Source: an optimization exercise on an open RTL-to-GDS flow (aim: small area, a short achievable clock period and few clock cycles). Production flows keep margins and buffers that such runs may drop.
Only simulation tests tie the RTL to the original design; equivalence was not proved.
Power figures rest on the tool's default switching activity, not on a simulated workload.

--- flow/config.mk ---
export PLATFORM = sky130hd
export DESIGN_NAME = buffet_top
export DESIGN_NICKNAME = buffet_top
export VERILOG_FILES = /design/flow/design.v
export SDC_FILE = /design/flow/constraint.sdc
export NUM_CORES = 4
export LEC_CHECK = 0
export CAP_MARGIN = 20
export CORE_MARGIN = 2
export CORE_UTILIZATION = 40
export SLEW_MARGIN = 20
--- flow/constraint.sdc ---
create_clock -name core_clock -period 4.4 [get_ports {clk}]
set_input_delay 0.8800 -clock core_clock [delete_from_list [all_inputs] [get_ports {clk}]]
set_output_delay 0.8800 -clock core_clock [all_outputs]
set_load 0.01 [all_outputs]
--- flow/design.v ---
package buffet_pkg;
    localparam int DATA_W = 32;
    localparam int ADDR_W = 4;
    localparam int DEPTH = 16;
    localparam int SB_DEPTH = 4;
    typedef logic [DATA_W-1:0] data_t;
    typedef logic [ADDR_W-1:0] idx_t;
    typedef logic [ADDR_W:0] count_t;
    typedef struct packed {
        idx_t offset;
        logic will_update;
        logic is_shrink;
    } read_req_t;
    typedef struct packed {
        logic en;
        idx_t idx;
        data_t data;
    } wr_port_t;
    typedef enum logic {
        RD_IDLE,
        RD_WAIT
    } rd_state_e;
endpackage
`timescale 1ns/1ps
module buffet_window (
    input  logic                clk,
    input  logic                nreset_i,
    input  logic                push_valid_i,
    input  buffet_pkg::data_t   push_data_i,
    input  logic                credit_req_i,
    input  logic                shrink_i,
    input  buffet_pkg::idx_t    shrink_amount_i,
    output buffet_pkg::idx_t    head_o,
    output buffet_pkg::count_t  occupancy_o,
    output logic                credit_valid_o,
    output buffet_pkg::count_t  credit_o,
    output buffet_pkg::wr_port_t push_wr_o
);
    buffet_pkg::count_t head_q;
    buffet_pkg::count_t tail_q;
    buffet_pkg::count_t occupancy;
    assign occupancy = tail_q - head_q;
    always_ff @(posedge clk or negedge nreset_i) begin
        if (!nreset_i) begin
            head_q <= '0;
            tail_q <= '0;
        end else begin
            if (push_valid_i) begin
                tail_q <= tail_q + 1'b1;
            end
            if (shrink_i) begin
                head_q <= head_q + buffet_pkg::count_t'(shrink_amount_i);
            end
        end
    end
    assign head_o = head_q[buffet_pkg::ADDR_W-1:0];
    assign occupancy_o = occupancy;
    always_ff @(posedge clk or negedge nreset_i) begin
        if (!nreset_i) begin
            credit_valid_o <= 1'b0;
        end else begin
            credit_valid_o <= credit_req_i;
        end
    end
    always_ff @(posedge clk) begin
        if (credit_req_i) begin
            credit_o <= buffet_pkg::count_t'(buffet_pkg::DEPTH) - occupancy;
        end
    end
    always_comb begin
        push_wr_o.en = push_valid_i;
        push_wr_o.idx = tail_q[buffet_pkg::ADDR_W-1:0];
        push_wr_o.data = push_data_i;
    end
endmodule
`timescale 1ns/1ps
module buffet_update_tracker (
    input  logic                 clk,
    input  logic                 nreset_i,
    input  logic                 update_valid_i,
    input  buffet_pkg::idx_t     update_offset_i,
    input  buffet_pkg::data_t    update_data_i,
    input  buffet_pkg::idx_t     head_i,
    input  logic                 alloc_i,
    input  buffet_pkg::idx_t     alloc_idx_i,
    input  buffet_pkg::idx_t     probe_idx_i,
    output logic                 match_o,
    output logic                 full_o,
    output buffet_pkg::wr_port_t update_wr_o
);
    logic [buffet_pkg::SB_DEPTH-1:0] sb_valid_q;
    buffet_pkg::idx_t sb_idx_q [buffet_pkg::SB_DEPTH];
    logic upd_valid_q;
    buffet_pkg::idx_t upd_idx_q;
    buffet_pkg::data_t upd_data_q;
    logic [buffet_pkg::SB_DEPTH-1:0] free;
    logic [buffet_pkg::SB_DEPTH-1:0] alloc_onehot;
    logic [buffet_pkg::SB_DEPTH-1:0] probe_hit;
    logic [buffet_pkg::SB_DEPTH-1:0] upd_hit;
    assign free = ~sb_valid_q;
    assign alloc_onehot = free & (~free + 1'b1);
    always_comb begin
        for (int i = 0; i < buffet_pkg::SB_DEPTH; i++) begin
            probe_hit[i] = sb_valid_q[i] && (sb_idx_q[i] == probe_idx_i);
            upd_hit[i] = sb_valid_q[i] && (sb_idx_q[i] == upd_idx_q);
        end
    end
    assign match_o = |probe_hit;
    assign full_o = &sb_valid_q;
    always_ff @(posedge clk or negedge nreset_i) begin
        if (!nreset_i) begin
            upd_valid_q <= 1'b0;
        end else begin
            upd_valid_q <= update_valid_i;
        end
    end
    always_ff @(posedge clk) begin
        if (update_valid_i) begin
            upd_idx_q <= head_i + update_offset_i;
            upd_data_q <= update_data_i;
        end
    end
    always_ff @(posedge clk or negedge nreset_i) begin
        if (!nreset_i) begin
            sb_valid_q <= '0;
        end else begin
            for (int i = 0; i < buffet_pkg::SB_DEPTH; i++) begin
                if (upd_valid_q && upd_hit[i]) begin
                    sb_valid_q[i] <= 1'b0;
                end else if (alloc_i && alloc_onehot[i]) begin
                    sb_valid_q[i] <= 1'b1;
                end
            end
        end
    end
    always_ff @(posedge clk) begin
        for (int i = 0; i < buffet_pkg::SB_DEPTH; i++) begin
            if (alloc_i && alloc_onehot[i]) begin
                sb_idx_q[i] <= alloc_idx_i;
            end
        end
    end
    always_comb begin
        update_wr_o.en = upd_valid_q;
        update_wr_o.idx = upd_idx_q;
        update_wr_o.data = upd_data_q;
    end
endmodule
`timescale 1ns/1ps
module buffet_read_ctrl (
    input  logic                  clk,
    input  logic                  nreset_i,
    input  logic                  read_valid_i,
    input  buffet_pkg::read_req_t read_req_i,
    input  logic                  read_data_ready_i,
    input  buffet_pkg::idx_t      head_i,
    input  buffet_pkg::count_t    occupancy_i,
    input  logic                  match_i,
    input  logic                  full_i,
    output logic                  read_ready_o,
    output logic                  shrink_o,
    output buffet_pkg::idx_t      shrink_amount_o,
    output logic                  alloc_o,
    output buffet_pkg::idx_t      probe_idx_o,
    output logic                  ram_rd_en_o,
    output buffet_pkg::idx_t      ram_rd_idx_o,
    output logic                  read_data_valid_o
);
    buffet_pkg::rd_state_e state_q;
    buffet_pkg::idx_t offset_q;
    buffet_pkg::idx_t abs_idx_q;
    logic will_update_q;
    logic accept;
    logic war_clear;
    logic sb_room;
    logic issue;
    assign read_ready_o = (state_q == buffet_pkg::RD_IDLE) && (occupancy_i != '0);
    assign accept = read_valid_i && read_ready_o;
    assign shrink_o = accept && read_req_i.is_shrink;
    assign shrink_amount_o = read_req_i.offset;
    assign war_clear = buffet_pkg::count_t'(offset_q) < occupancy_i;
    assign sb_room = !will_update_q || !full_i;
    assign issue = (state_q == buffet_pkg::RD_WAIT) && war_clear && !match_i &&
                   read_data_ready_i && sb_room;
    always_ff @(posedge clk or negedge nreset_i) begin
        if (!nreset_i) begin
            state_q <= buffet_pkg::RD_IDLE;
        end else begin
            case (state_q)
                buffet_pkg::RD_IDLE: begin
                    if (accept && !read_req_i.is_shrink) begin
                        state_q <= buffet_pkg::RD_WAIT;
                    end
                end
                buffet_pkg::RD_WAIT: begin
                    if (issue) begin
                        state_q <= buffet_pkg::RD_IDLE;
                    end
                end
                default: state_q <= buffet_pkg::RD_IDLE;
            endcase
        end
    end
    always_ff @(posedge clk) begin
        if (accept && !read_req_i.is_shrink) begin
            offset_q <= read_req_i.offset;
            abs_idx_q <= head_i + read_req_i.offset;
            will_update_q <= read_req_i.will_update;
        end
    end
    assign probe_idx_o = abs_idx_q;
    assign alloc_o = issue && will_update_q;
    assign ram_rd_en_o = issue;
    assign ram_rd_idx_o = abs_idx_q;
    always_ff @(posedge clk or negedge nreset_i) begin
        if (!nreset_i) begin
            read_data_valid_o <= 1'b0;
        end else begin
            read_data_valid_o <= issue;
        end
    end
endmodule
`timescale 1ns/1ps
module buffet_data_ram (
    input  logic                 clk,
    input  buffet_pkg::wr_port_t push_wr_i,
    input  buffet_pkg::wr_port_t update_wr_i,
    input  logic                 rd_en_i,
    input  buffet_pkg::idx_t     rd_idx_i,
    output buffet_pkg::data_t    rd_data_o
);
    buffet_pkg::data_t mem [buffet_pkg::DEPTH];
    always_ff @(posedge clk) begin
        if (push_wr_i.en) begin
            mem[push_wr_i.idx] <= push_wr_i.data;
        end
        if (update_wr_i.en) begin
            mem[update_wr_i.idx] <= update_wr_i.data;
        end
    end
    always_ff @(posedge clk) begin
        if (rd_en_i) begin
            rd_data_o <= mem[rd_idx_i];
        end
    end
endmodule
`timescale 1ns/1ps
module buffet_top (
    input  logic                  clk,
    input  logic                  nreset_i,
    input  logic                  push_valid_i,
    input  buffet_pkg::data_t     push_data_i,
    input  logic                  credit_req_i,
    output logic                  credit_valid_o,
    output buffet_pkg::count_t    credit_o,
    input  logic                  read_valid_i,
    input  buffet_pkg::read_req_t read_req_i,
    output logic                  read_ready_o,
    output logic                  read_data_valid_o,
    output buffet_pkg::data_t     read_data_o,
    input  logic                  read_data_ready_i,
    input  logic                  update_valid_i,
    input  buffet_pkg::idx_t      update_offset_i,
    input  buffet_pkg::data_t     update_data_i
);
    buffet_pkg::idx_t head;
    buffet_pkg::count_t occupancy;
    logic shrink;
    buffet_pkg::idx_t shrink_amount;
    logic match;
    logic sb_full;
    logic alloc;
    buffet_pkg::idx_t probe_idx;
    logic ram_rd_en;
    buffet_pkg::idx_t ram_rd_idx;
    buffet_pkg::wr_port_t push_wr;
    buffet_pkg::wr_port_t update_wr;
    buffet_window u_window (
        .clk             (clk),
        .nreset_i        (nreset_i),
        .push_valid_i    (push_valid_i),
        .push_data_i     (push_data_i),
        .credit_req_i    (credit_req_i),
        .shrink_i        (shrink),
        .shrink_amount_i (shrink_amount),
        .head_o          (head),
        .occupancy_o     (occupancy),
        .credit_valid_o  (credit_valid_o),
        .credit_o        (credit_o),
        .push_wr_o       (push_wr)
    );
    buffet_update_tracker u_tracker (
        .clk             (clk),
        .nreset_i        (nreset_i),
        .update_valid_i  (update_valid_i),
        .update_offset_i (update_offset_i),
        .update_data_i   (update_data_i),
        .head_i          (head),
        .alloc_i         (alloc),
        .alloc_idx_i     (probe_idx),
        .probe_idx_i     (probe_idx),
        .match_o         (match),
        .full_o          (sb_full),
        .update_wr_o     (update_wr)
    );
    buffet_read_ctrl u_read_ctrl (
        .clk               (clk),
        .nreset_i          (nreset_i),
        .read_valid_i      (read_valid_i),
        .read_req_i        (read_req_i),
        .read_data_ready_i (read_data_ready_i),
        .head_i            (head),
        .occupancy_i       (occupancy),
        .match_i           (match),
        .full_i            (sb_full),
        .read_ready_o      (read_ready_o),
        .shrink_o          (shrink),
        .shrink_amount_o   (shrink_amount),
        .alloc_o           (alloc),
        .probe_idx_o       (probe_idx),
        .ram_rd_en_o       (ram_rd_en),
        .ram_rd_idx_o      (ram_rd_idx),
        .read_data_valid_o (read_data_valid_o)
    );
    buffet_data_ram u_ram (
        .clk         (clk),
        .push_wr_i   (push_wr),
        .update_wr_i (update_wr),
        .rd_en_i     (ram_rd_en),
        .rd_idx_i    (ram_rd_idx),
        .rd_data_o   (read_data_o)
    );
endmodule
--- flow/run.sh ---
#!/bin/bash
# synth_recipe.tcl (not shown) runs the flow's synth.tcl, then flattens the netlist and writes it again
# the make line also repeats each setting of config.mk as NAME=value (left out here)
make -C /OpenROAD-flow-scripts/flow DESIGN_CONFIG=/design/flow/config.mk WORK_HOME=/design/flow/orfs CLKGATE_MAP_FILE= SYNTH_SCRIPT=/design/flow/synth_recipe.tcl finish
==> impl_metrics.env <==
export IMPL_outcome="no timing/DRC/antenna violations"
export IMPL_setup_viol_count_final=0
export IMPL_post_drt_via_cell_ratio=5.76
export IMPL_period_minus_slack_ns=4.06
export IMPL_floorplan_io_pins=121
export IMPL_seq_power_share_pct=43.1
export IMPL_post_cts_buffers=0
export IMPL_syn2layout_area_growth_pct=15.6
export IMPL_power_switching_share_pct=29.1
export IMPL_drt_iter0_drc=1547
export IMPL_whs_ns=0.251
export IMPL_synth_edff_count=610
export IMPL_post_synth_instance_area_sq_um=30400
export IMPL_min_period_over_period_pct=92.3
export IMPL_globalRouteMet2Util_pct=33.3
export IMPL_clockBufferDepth=3
export IMPL_cpLargestDelayFamily="adder cells"
export IMPL_clkLatencyLatePin_ns=0.61
export IMPL_post_drt_wl_per_cell_microns=28.7
export IMPL_grt_antenna_before_repair=0
export IMPL_worst_path_max_delay_cell="clkdlybuf4s50_1"
export IMPL_timing_critical_path_fanout_max=5
export IMPL_netlist_instances=1669
export IMPL_synth_top_cell_area_share_pct=60.3
export IMPL_timing_critical_path_cells="inv_1, ha_1, fa_1, ha_1, nand2_1, nor2_1, ha_1, nor2_1, clkdlybuf4s50_1"
export IMPL_port_buffers=120
export IMPL_synth_distinct_cells=48
export IMPL_fp_row_count=101
export IMPL_grt_use_met3_pct=3.59
export IMPL_postCtsResizedCells=0
export IMPL_unrepaired_setup_endpoints_after_global_routing="false"
export IMPL_timing_fmax_mhz=246
export IMPL_dp_hpwl_microns=46400
export IMPL_post_synth_cell_area_avg_sq_um=18.2
export IMPL_grt_max_degree=72
export IMPL_htree_num_levels=3
export IMPL_initial_utilization_pct=40.2
export IMPL_critPathCaptureType="output port"
export IMPL_total_leakage_power_nw=11.4
export IMPL_timing_slew_headroom_pct=28.5
export IMPL_core_region_area_sq_um=75600
export IMPL_timing_critical_path_buf_inv=2
export IMPL_clkSinkCount=628
export IMPL_vias=16100
export IMPL_cts_hold_fix_buffers=0
export IMPL_final_cell_count_no_fill=2792
export IMPL_first_pass_iters=5
export IMPL_clockRootBuffer="clkbuf_16"
export IMPL_routed_wirelength_microns=80100
export IMPL_synth_async_reset_ratio_pct=2.87
export IMPL_final_max_slew_viol_count=0
export IMPL_synthesis_yosys_warnings=5
export IMPL_ant_nets=0
export IMPL_critPathMostFrequentCell="ha_1"
export IMPL_power_switching_mw=5.73
export IMPL_worst_slew_pin_transition_ns=1.07
export IMPL_cts_reportedPaths_clkPinSlew_ns=0.06
export IMPL_global_route_overflow_total=0
export IMPL_required_ns=3.52
export IMPL_die_height_microns=280
export IMPL_grt_first_pass_wirelength_microns=118000
export IMPL_diodes=0
export IMPL_cap_viol_max_count=0
export IMPL_worst_endpoint_data_arrival_time_ns=3.18
export IMPL_grtUsageMet1_pct=29.4
export IMPL_fin_tns_setup_ns=0
export IMPL_fp_dieArea_sq_um=78200
export IMPL_yosys_register_bits=628
export IMPL_top_reg_cell_synth="edfxtp_1"
export IMPL_tritoncts_num_buffers=74
export IMPL_power_ir_vdd_worst_uv=327
export IMPL_p_clk_share_pct=31.4
export IMPL_grtUsageTotal_pct=20.6
export IMPL_final_hold_viol_count=0
export IMPL_globalplace_congestion=0.771
export IMPL_first_global_vias=17000
export IMPL_path_class="flip-flop to output port"
export IMPL_cell_internal_pwr_mw=14.0
export IMPL_skew_ns=0.0201
export IMPL_cp_slowest_stage_delay_ns=0.60
export IMPL_cts_tree="built"
export IMPL_ys_top_cells_by_area="edfxtp_1, mux2_2, mux4_2"
export IMPL_nets=1858
export IMPL_detail_route_drc_violations=0
export IMPL_synth_nets=1771
export IMPL_synth_yosys_seq_area_share_pct=61.8
export IMPL_layout_cell_share_with_drive_strength_beyond_1_pct=42.9
export IMPL_globalRoute_busiestLayer="met2"
export IMPL_placedCellCount=2658
export IMPL_die_w_microns=280
export IMPL_power_mw=19.7
export IMPL_power_per_cell_area_nw_per_um2=561
export IMPL_combPwrFrac_pct=25.5
export IMPL_synth_top_area_cell="edfxtp_1"
export IMPL_hold_path_class="primary input to async pin"
export IMPL_critical_path_startpoint_type="flip-flop"
==> power groups by stage <==
| stage | Combinational, mW | Clock [mW] | Sequential [mW] |
|---|---|---|---|
| floorplan | 3.18 | 0 | 8.43 |
| global placement | 5.02 | 0 | 8.60 |
| detailed placement | 5.07 | 0 | 8.63 |
| CTS | 5.10 | 6.31 | 8.52 |
| global route | 5.38 | 6.54 | 8.61 |
| finish | 5.03 | 6.18 | 8.50 |
==> metrics by stage <==
| step | worst slack [ns] | util (%) | area (sq um) |
|---|---|---|---|
| floorplan | 0.177 | - | 30400 |
| global placement | 0.817 | 43.3 | 32700 |
| detailed placement | 0.700 | 43.3 | 32700 |
| CTS | 0.231 | 46.5 | 35100 |
| global route | 0.130 | 46.5 | 35100 |
| finish | 0.340 | 46.5 | 35100 |
==> worst register-to-register path: cells and delay by family, from the launching register on <==
family / cells / cell delay (ns)
AO/OA/AOI/OAI: 2 / 0.34
adder cells (fa/ha/maj): 4 / 1.37
buffers and inverters: 1 / 0.12
flip-flops: 1 / 0.43
AND/OR/NAND/NOR: 3 / 1.03
==> metal layers <==
layer	vias to the layer above	share of wire [%]
met2	481	48
met1	8628	45
met3	101	5.3
met5	-	0
met4	0	1.9
li1	6884	-
==> registers in the layout, summed over array words and instances, names as in the netlist, 4 cells and up <==
name and count:
u_ram.mem 512, u_ram.rd_data_o 32, u_read_ctrl.abs_idx_q 4, u_read_ctrl.offset_q 4, u_tracker.sb_idx_q 16, u_tracker.sb_valid_q 4, u_tracker.upd_data_q 32, u_tracker.upd_idx_q 4
u_window.credit_o 5, u_window.head_q 5, u_window.tail_q 5
==> Yosys cell counts (3+ instances only) <==
library cell	number
xor2_1	26
mux4_2	160
nand3_1	4
o21ai_0	4
nor2_1	20
mux2_1	87
nand3b_1	4
fa_1	3
buf_2	50
a21oi_1	5
buf_6	10
edfxtp_1	610
inv_1	17
nand2b_1	4
xnor2_1	21
a21o_1	11
clkbuf_1	85
dfrtp_1	18
o41ai_1	3
mux2_2	428
ha_1	18
buf_1	12
nand4_1	4
nand2_1	31
nor4_1	4
nor3_1	3
==> placed cells by master (no fill, tap or decap), types with 10 or more instances in the layout <==
master and instances:
edfxtp_1 610, mux2_2 428, mux4_2 160, clkdlybuf4s50_1 118, mux2_1 87, clkbuf_16 77
buf_4 38, xor2_1 26, nand2_1 24, xnor2_1 21, ha_1 18, dfrtp_1 18
inv_1 17, clkinv_1 15, clkbuf_1 14, buf_12 12, clkinv_2 11, nor2_1 10
nor2_4 10
==> final timing paths <==
path | from | to | slack (ns) | cells after the start
max | u_window.tail_q[0] | read_ready_o | 0.34 | 9
min | nreset_i | u_tracker.sb_valid_q[3] | 0.25 | 1
max reg2reg | u_window.tail_q[0] | u_tracker.sb_idx_q[0][3] | 0.73 | 10
min reg2reg | u_window.head_q[4] | u_window.head_q[4] | 0.51 | 1
max in group asynchronous | nreset_i | u_read_ctrl.read_data_valid_o | 3.79 | 1
min in group core_clock | u_window.head_q[4] | u_window.head_q[4] | 0.51 | 1
==> cell type report <==
cell class                      count  area [sq um]
Fill cell                        6414         40500
Sequential cell                   628         18800
Multi-Input combinational cell    865         10900
Clock buffer                       91          1980
Timing Repair Buffer              170          1720
Tap cell                          978          1220
Clock inverter                     43           445
Inverter                           17          63.8
==> logic make-up (layout without fill, tap and decap cells) <==
kind of cell | after synthesis | in the layout | synth area share (%)
simple gates | 86 | 86 | 1.41
flops | 628 | 628 | 61.8
buf+inv | 176 | 321 | 2.64
compound gates | 34 | 34 | 0.836
fa+ha+maj | 22 | 22 | 0.972
xor+xnor | 47 | 47 | 1.36
mux | 676 | 676 | 31.0
Testbench counts, summed over its fixed seeds: cycles 15,482.

[re-timing with driven ports]
The results above use ideal ports. As a check the final layout listed here was re-extracted and re-timed, cells and wires unchanged.
Step 1 (the two cells are an assumption about what drives the block):
set clk [get_ports {clk}]
set_driving_cell -lib_cell sky130_fd_sc_hd__clkbuf_16 $clk
set_driving_cell -lib_cell sky130_fd_sc_hd__buf_2 [delete_from_list [all_inputs] $clk]
Step 2 also shifts input and output timing later by t, the mid clock arrival at the registers, as if the neighbouring blocks saw the same clock.
Three values: ideal, step 1, step 2; two values: the first two.
t, ns: 0.662
slack for setup (ns): 0.340 / 0.275 / 0.730
worst setup path after step 2: register to register
worst register clock-pin slew, ns: 0.06 / 0.06
pins driven straight from the clock port: 1
After both steps this run still meets setup and hold. For this run, drivers alone change the setup slack by -0.065 ns; drivers and shift together by +0.390 ns.
